This design comes from an exercise in tuning for small area on the open sky130 flow, not from production work.
Function was checked by simulation only, so behaviour that the tests miss may differ from the original.
Power and IR drop assume default switching activity.

## design/flow/design.v

```verilog
package pipe_scene_pkg;
    typedef logic [23:0] rgb_t;
    localparam logic [15:0] LFSR_SEED = 16'hACE1;
endpackage
module raster_counter (
    input  logic               clk,
    input  logic               rst_i,
    input  logic               cen_i,
    input  logic [1:0]         vh_blank_i,
    input  logic [2:0]         dvh_sync_i,
    output logic [10:0]        x_o,
    output logic signed [10:0] yo_o,
    output logic               active_o,
    output logic               frame_start_o
);
    logic hsync_q;
    logic vsync_q;
    logic hsync_rise;
    logic vsync_rise;
    logic [10:0]        x_q;
    logic signed [10:0] yo_q;
    always_ff @(posedge clk or posedge rst_i) begin
        if (rst_i) begin
            hsync_q <= 1'b0;
            vsync_q <= 1'b0;
        end else begin
            hsync_q <= dvh_sync_i[0];
            vsync_q <= dvh_sync_i[1];
        end
    end
    assign hsync_rise    = dvh_sync_i[0] & ~hsync_q;
    assign vsync_rise    = dvh_sync_i[1] & ~vsync_q;
    assign active_o      = (vh_blank_i == 2'b00);
    assign frame_start_o = vsync_rise;
    always_ff @(posedge clk or posedge rst_i) begin
        if (rst_i) begin
            x_q  <= '0;
            yo_q <= -11'sd80;
        end else if (cen_i) begin
            if (vsync_rise) begin
                x_q  <= '0;
                yo_q <= -11'sd80;
            end else if (hsync_rise) begin
                x_q <= '0;
                if (yo_q != 11'sd999) begin
                    yo_q <= yo_q + 11'sd1;
                end
            end else if (active_o && (x_q != 11'd1919)) begin
                x_q <= x_q + 11'd1;
            end
        end
    end
    assign x_o  = x_q;
    assign yo_o = yo_q;
endmodule
module pipe_scroller (
    input  logic        clk,
    input  logic        rst_i,
    input  logic        cen_i,
    input  logic        fast_i,
    input  logic        frame_start_i,
    output logic [9:0]  p_o,
    output logic [39:0] gap_o
);
    logic [9:0]  p_q;
    logic [39:0] gap_q;
    logic [15:0] lfsr_q;
    logic [10:0] p1;
    logic        wrap;
    logic [15:0] lfsr1;
    logic [15:0] lfsr2;
    logic [9:0]  v;
    logic [9:0]  gnew;
    assign p1    = {1'b0, p_q} - (fast_i ? 11'd2 : 11'd1);
    assign wrap  = p1[10];
    assign lfsr1 = {lfsr_q[14:0], lfsr_q[15] ^ lfsr_q[13] ^ lfsr_q[12] ^ lfsr_q[10]};
    assign lfsr2 = {lfsr1[14:0], lfsr1[15] ^ lfsr1[13] ^ lfsr1[12] ^ lfsr1[10]};
    assign v     = lfsr2[9:0];
    assign gnew  = (v >= 10'd681) ? v - 10'd681 : v;
    always_ff @(posedge clk or posedge rst_i) begin
        if (rst_i) begin
            p_q    <= 10'd552;
            gap_q  <= {10'd380, 10'd140, 10'd440, 10'd220};
            lfsr_q <= pipe_scene_pkg::LFSR_SEED;
        end else if (cen_i && frame_start_i) begin
            if (wrap) begin
                p_q    <= {3'b001, 6'b0, p1[0]};
                gap_q  <= {gnew, gap_q[39:10]};
                lfsr_q <= lfsr2;
            end else begin
                p_q    <= p1[9:0];
                lfsr_q <= lfsr1;
            end
        end
    end
    assign p_o   = p_q;
    assign gap_o = gap_q;
endmodule
module pixel_composer (
    input  logic               clk,
    input  logic               rst_i,
    input  logic               cen_i,
    input  logic [10:0]        x_i,
    input  logic signed [10:0] yo_i,
    input  logic               active_i,
    input  logic [9:0]         p_i,
    input  logic [39:0]        gap_i,
    input  logic [2:0]         dvh_sync_i,
    output logic [2:0]         dvh_sync_o,
    output logic [23:0]        vid_rgb_o
);
    logic signed [11:0] xs;
    logic signed [11:0] ps;
    logic signed [11:0] ys;
    logic signed [11:0] gs;
    logic signed [11:0] yb;
    logic signed [11:0] e;
    logic [3:0]  win;
    logic [9:0]  gsel;
    logic signed [11:0] t;
    logic        in_gap;
    logic        hit;
    logic        u0, u1, u22;
    logic        dark, light;
    logic [7:0]  sky_b;
    logic signed [11:0] sb;
    logic [7:0]  b_d;
    logic [7:0]  b_q;
    logic [2:0]  sync_q;
    assign xs = {3'b000, x_i[10:2]};
    assign ps = {2'b00, p_i};
    assign e  = xs - ps;
    always_comb begin
        win  = '0;
        u0   = 1'b0;
        u1   = 1'b0;
        u22  = 1'b0;
        for (int r = 0; r < 4; r++) begin
            if (e >= 130 * r - 22 && e < 130 * r) win[r] = 1'b1;
            if (e == 130 * r && !x_i[1]) win[r] = 1'b1;
            if (e == 130 * r - 22) u0 = 1'b1;
            if (e == 130 * r - 21) u1 = 1'b1;
            if (e == 130 * r) u22 = 1'b1;
        end
        gsel = '0;
        for (int r = 0; r < 4; r++) begin
            gsel = gsel | (gap_i[10*r +: 10] & {10{win[r]}});
        end
    end
    assign ys     = {yo_i[10], yo_i};
    assign gs     = {2'b00, gsel};
    assign t      = ys - gs;
    assign in_gap = (t >= 0) && (t < 240);
    assign hit    = active_i && (win != 4'b0000) && !in_gap;
    assign dark   = (u0 && !x_i[1]) || u22;
    assign light  = (u0 && x_i[1]) || (u1 && !x_i[1]);
    assign yb    = {{4{yo_i[10]}}, yo_i[10:3]};
    assign sb    = 12'sd210 - yb;
    assign sky_b = (sb < 120) ? 8'd120 : sb[7:0];
    always_comb begin
        if (hit) begin
            b_d = dark ? 8'h1F : light ? 8'h6A : 8'h30;
        end else if (yo_i >= 11'sd960) begin
            b_d = 8'h13;
        end else if (yo_i >= 11'sd880) begin
            b_d = 8'h57;
        end else begin
            b_d = sky_b;
        end
    end
    always_ff @(posedge clk or posedge rst_i) begin
        if (rst_i) begin
            b_q    <= '0;
            sync_q <= '0;
        end else if (cen_i) begin
            b_q    <= b_d;
            sync_q <= dvh_sync_i;
        end
    end
    always_comb begin
        case (b_q)
            8'h00:   vid_rgb_o = 24'h000000;
            8'h13:   vid_rgb_o = 24'h8B4513;
            8'h1F:   vid_rgb_o = 24'h1FA01F;
            8'h30:   vid_rgb_o = 24'h30D030;
            8'h57:   vid_rgb_o = 24'h2E8B57;
            8'h6A:   vid_rgb_o = 24'h6AF06A;
            default: vid_rgb_o = {8'd135, 8'd206, b_q};
        endcase
    end
    assign dvh_sync_o = sync_q;
endmodule
module pipe_scene_top (
    input  logic                 clk,
    input  logic                 rst_i,
    input  logic                 cen_i,
    input  logic                 fast_i,
    input  logic [1:0]           vh_blank_i,
    input  logic [2:0]           dvh_sync_i,
    output logic [2:0]           dvh_sync_o,
    output pipe_scene_pkg::rgb_t vid_rgb_o
);
    logic [10:0]        x;
    logic signed [10:0] yo;
    logic               active;
    logic               frame_start;
    logic [9:0]         p;
    logic [39:0]        gap;
    raster_counter u_raster_counter (
        .clk           (clk),
        .rst_i         (rst_i),
        .cen_i         (cen_i),
        .vh_blank_i    (vh_blank_i),
        .dvh_sync_i    (dvh_sync_i),
        .x_o           (x),
        .yo_o          (yo),
        .active_o      (active),
        .frame_start_o (frame_start)
    );
    pipe_scroller u_pipe_scroller (
        .clk           (clk),
        .rst_i         (rst_i),
        .cen_i         (cen_i),
        .fast_i        (fast_i),
        .frame_start_i (frame_start),
        .p_o           (p),
        .gap_o         (gap)
    );
    pixel_composer u_pixel_composer (
        .clk        (clk),
        .rst_i      (rst_i),
        .cen_i      (cen_i),
        .x_i        (x),
        .yo_i       (yo),
        .active_i   (active),
        .p_i        (p),
        .gap_i      (gap),
        .dvh_sync_i (dvh_sync_i),
        .dvh_sync_o (dvh_sync_o),
        .vid_rgb_o  (vid_rgb_o)
    );
endmodule
```

## design/flow/run.sh

```bash
#!/bin/bash
# synth_recipe.tcl (not shown) runs the flow's synth.tcl, then flattens the netlist and writes it again
# the make line also repeats each setting of config.mk as NAME=value (left out here)
make -C /OpenROAD-flow-scripts/flow DESIGN_CONFIG=/design/flow/config.mk WORK_HOME=/design/flow/orfs CLKGATE_MAP_FILE= SYNTH_SCRIPT=/design/flow/synth_recipe.tcl finish
```

## design/flow/config.mk

```make
export PLATFORM = sky130hd
export DESIGN_NAME = pipe_scene_top
export DESIGN_NICKNAME = pipe_scene_top
export VERILOG_FILES = /design/flow/design.v
export SDC_FILE = /design/flow/constraint.sdc
export NUM_CORES = 4
export LEC_CHECK = 0
export CAP_MARGIN = 20
export CORE_MARGIN = 2
export CORE_UTILIZATION = 40
export SLEW_MARGIN = 20
```

## design/flow/constraint.sdc

```tcl
create_clock -name core_clock -period 16.0 [get_ports {clk}]
set_input_delay 3.2000 -clock core_clock [delete_from_list [all_inputs] [get_ports {clk}]]
set_output_delay 3.2000 -clock core_clock [all_outputs]
set_load 0.01 [all_outputs]
```

==> run notes <==
-- cell type report --
class,instances,area [sq um],share of cell area
Clock buffer,9,225,0.0299
Multi-Input combinational cell,620,3840,0.510
Clock inverter,7,97.6,0.0130
Timing Repair Buffer,39,384,0.0510
Inverter,37,141,0.0188
Tap cell,220,275,0.0365
Sequential cell,101,2570,0.341
-- routing by layer --
layer / part of all wire / wire [um]
met1: 0.49 / 7510
met2: 0.46 / 7090
met3: 0.034 / 528
met4: 0.020 / 315
met5: 0 / 0
-- flip-flops by register name, indices dropped and copies added (netlist names) --
name                      cells
u_pipe_scroller.gap_q        40
u_pipe_scroller.lfsr_q       16
u_pipe_scroller.p_q          10
u_pixel_composer.b_q          8
u_pixel_composer.sync_q       3
u_raster_counter.hsync_q      1
u_raster_counter.vsync_q      1
u_raster_counter.x_q         11
u_raster_counter.yo_q        11
-- cell families (layout without fill, tap and decap cells) --
logic type               after synthesis  in the layout  share of synthesized area
AO/OA/AOI/OAI                        177            177                      0.190
multiplexers                           9              9                     0.0139
AND/OR/NAND/NOR                      355            355                      0.242
XOR/XNOR                              49             49                     0.0635
buffers and inverters                 88             92                     0.0519
adder cells (fa/ha/maj)               30             30                     0.0578
flip-flops                           101            101                      0.381
-- final timing paths --
| path | startpoint | end | slack, ns |
|---|---|---|---|
| worst min-delay path | u_pipe_scroller.gap_q[14] | u_pipe_scroller.gap_q[4] | 0.47 |
| worst max-delay path | u_pipe_scroller.p_q[3] | u_pixel_composer.b_q[4] | 9.63 |
| worst min register to register | u_pipe_scroller.gap_q[14] | u_pipe_scroller.gap_q[4] | 0.47 |
| min in group asynchronous | rst_i | u_pipe_scroller.lfsr_q[1] | 3.13 |
| max in group asynchronous | rst_i | u_pipe_scroller.lfsr_q[12] | 11.87 |
| worst max register to register | u_pipe_scroller.p_q[3] | u_pixel_composer.b_q[4] | 9.63 |
-- worst max-delay path, cell delays in order (launching register included) --
cell                       delay [ns]
sky130_fd_sc_hd__dfstp_2         0.55
sky130_fd_sc_hd__inv_1           0.09
sky130_fd_sc_hd__ha_1            0.41
sky130_fd_sc_hd__and2_1          0.24
sky130_fd_sc_hd__a221oi_1        0.41
sky130_fd_sc_hd__a211oi_1        0.18
sky130_fd_sc_hd__a211oi_4        0.40
sky130_fd_sc_hd__nor2b_1         0.10
sky130_fd_sc_hd__o211a_1         0.14
sky130_fd_sc_hd__a211o_1         0.50
sky130_fd_sc_hd__a222oi_1        0.40
sky130_fd_sc_hd__a21boi_0        0.25
sky130_fd_sc_hd__ha_1            0.26
sky130_fd_sc_hd__o21ai_0         0.14
sky130_fd_sc_hd__a21oi_1         0.08
sky130_fd_sc_hd__o41ai_1         0.47
sky130_fd_sc_hd__a21oi_1         0.09
sky130_fd_sc_hd__nor3b_1         0.21
sky130_fd_sc_hd__o41ai_1         0.08
sky130_fd_sc_hd__o21ai_0         0.23
sky130_fd_sc_hd__o41ai_4         0.24
sky130_fd_sc_hd__or4_1           0.57
sky130_fd_sc_hd__a31o_1          0.22
-- report_power, final --
group	total (mW)	internal, mW	switching (mW)
clock	0.238	0.127	0.111
combinational	0.319	0.130	0.189
sequential	0.343	0.296	0.0473
-- cells in the mapped netlist (all sizes together) (4+ instances only) --
library cell,number,area (sq um)
nand2b,6,37.5
buf,7,46.3
or3,8,55.1
nand3,22,110
o21a,6,52.6
a21o,4,30.0
nand4,8,50.1
and2,9,56.3
o211ai,10,80.1
a31oi,5,31.3
nor2b,9,63.8
o21ai,48,240
clkbuf,44,165
or2,5,33.8
ha,28,350
inv,37,139
nor2,63,236
dfrtp,65,1630
a311oi,4,35.0
a222oi,10,100
nor3,14,70.1
a21oi,28,140
a221o,9,90.1
xnor2,29,254
a21boi,13,109
nor4,5,31.3
a31o,5,43.8
and3,18,113
dfstp,36,946
xor2,20,175
a211oi,8,85.1
a22oi,4,30.0
nand2,172,646
mux2i,6,60.1
-- metrics by stage --
step,power [mW],hold slack (ns)
after floorplan,0.580,0.439
after global placement,0.663,0.449
after detailed placement,0.663,0.457
after CTS,0.906,0.470
after global routing,0.969,0.481
final,0.900,0.468
==> qor.tcl <==
set qor(tightest_slew_ns) 0.984
set qor(place_area_sq_mm) 0.00721
set qor(min_path_cells) 2
set qor(insertion_delay_ns) 0.36
set qor(cts_hold_buffers) 0
set qor(run_status) {timing/DRC/antenna clean}
set qor(critPathLaunchType) {flip-flop}
set qor(post_synth_instance_area_sq_mm) 0.00676
set qor(asyncSetResetFlopFracSynth) 1.00
set qor(avgViaCountPerCell) 5.41
set qor(cts_resized) 0
set qor(synth_enable_flop_cells) 0
set qor(cp_max_fo) 12
set qor(final_critical_period_ns) 6.37
set qor(post-place-cells) 1017
set qor(grt_setup_unrepaired) {false}
set qor(min-delay-path-class) {flip-flop to flip-flop}
set qor(coreArea_sq_mm) 0.0165
set qor(layout_common_cells) {172 x sky130_fd_sc_hd__nand2_1, 65 x sky130_fd_sc_hd__dfrtp_1, 63 x sky130_fd_sc_hd__nor2_1, 47 x sky130_fd_sc_hd__o21ai_0}
set qor(final.setup.worst_slack_ns) 9.63
set qor(num_antenna_cells) 0
set qor(timing.critical_path.to_type) {flip-flop}
set qor(global_route_wire_length_before_repair_mm) 26.7
set qor(r2r.worst_path.cells) 22
set qor(drc_errors) 0
set qor(grt_start_max_net_pins) 82
set qor(path_class) {flip-flop to flip-flop}
set qor(postSynthRegisterBits) 101
set qor(finish.utilization) 0.456
set qor(slew-limit-headroom) 0.342
set qor(grt.busiest_layer) {met2}
set qor(finalInstanceArea_sq_mm) 0.00754
set qor(die_y_um) 134
set qor(groute.usage.overall) 0.182
set qor(gp_congestion) 0.909
set qor(finalCritPeriodShare) 0.398
set qor(leakage_nw) 3.35
set qor(cts_num_sinks) 101
set qor(first_pass_iters) 5
set qor(synthCells) 809
set qor(grt_pass1_vias) 5385
set qor(post-cts-setup-buffer-count) 0
set qor(die_area_sq_mm) 0.0179
set qor(finClkSkew_ns) 0.0111
set qor(core.rowCount) 47
set qor(route.detailed.wl_per_inst_um) 14.9
set qor(globalRouteMet3Util) 0.0302
set qor(floorplan.initialDensity) 0.409
set qor(cts_htree_levels) 3
set qor(final_net_count) 847
set qor(tns_ns) 0
set qor(peakVddDrop_v) 0.0000620
set qor(globalRouteMet2Util) 0.290
set qor(tritoncts) {built}
set qor(use_met1) 0.253
set qor(cts_buffers) 9
set qor(layout.cells.most_common) {sky130_fd_sc_hd__nand2_1}
set qor(grt_antenna_before_repair) 0
set qor(yosysWarnings) 3
set qor(pre_cts_slack_ns) 9.42
set qor(most_instantiated_flip_flop_cell_in_the_synthesis_netlist) {sky130_fd_sc_hd__dfrtp_1}
set qor(final-hold-violation-count) 0
set qor(synth.net_count) 848
set qor(dp_hpwl_mm) 11.1
set qor(detail_route.iter0.violations) 375
set qor(timing.critical_path.arrival_ns) 6.62
set qor(synthDistinctLibCells) 71
set qor(die_width_um) 134
set qor(io_pins) 36
set qor(worst-endpoint-required_ns) 16.25
set qor(grt_overflow) 0
set qor(synth_sequential_area_ratio) 0.381
set qor(final_standard_cell_count_with_taps_included_and_fillers_excluded) 1033
set qor(fmax_ghz) 0.157
set qor(clock_transition_at_the_register_clock_pins_on_the_worst_setup_and_hold_paths_after_cts_ns) 0.08
set qor(layout.filler_cells) 1616
set qor(powerDensity_mw_per_mm2) 119
set qor(io_buffers) 35
set qor(ant_nets) 0
set qor(area_growth_syn_to_layout_pct) 11.6
set qor(totalWireLength_mm) 15.4
set qor(route.vias.total) 5587
set qor(avgSynthCellArea_sq_um) 8.35
set qor(root_buffer) {sky130_fd_sc_hd__clkbuf_16}
set qor(cts.path.max_buffers) 2
set qor(final_max_slew_viol_count) 0
set qor(max_cap_violations) 0
set qor(setup_violations) 0
set qor(post_route_cells_drive_above_1_share) 0.0947

-- separate check: timing with driven ports --
In the flow no input, the clock included, has a driving cell. The finished layout below was timed again as built, in two steps.
Step 1: set_driving_cell puts a clkbuf_16 on clk and a buf_2 on each other input, an assumption about the parent block.
Step 2 adds t to the input delays and takes it off the output delays; t is the mean of the earliest and latest rising clock arrival at the registers after step 1. Input paths then give back, and output paths get back, about the clock's delay inside the block.
Three values: no drivers, after step 1, after step 2; two values: the first two.
t (ns): 0.393
slack for setup (ns): 9.631 / 9.631 / 9.419
worst setup path at the end: input to register
latest minus earliest clock arrival (ns): 0.011 / 0.011
After both steps this run still meets setup and hold. The setup slack of this run moves by 0.000 ns with the drivers and by -0.212 ns with both steps.
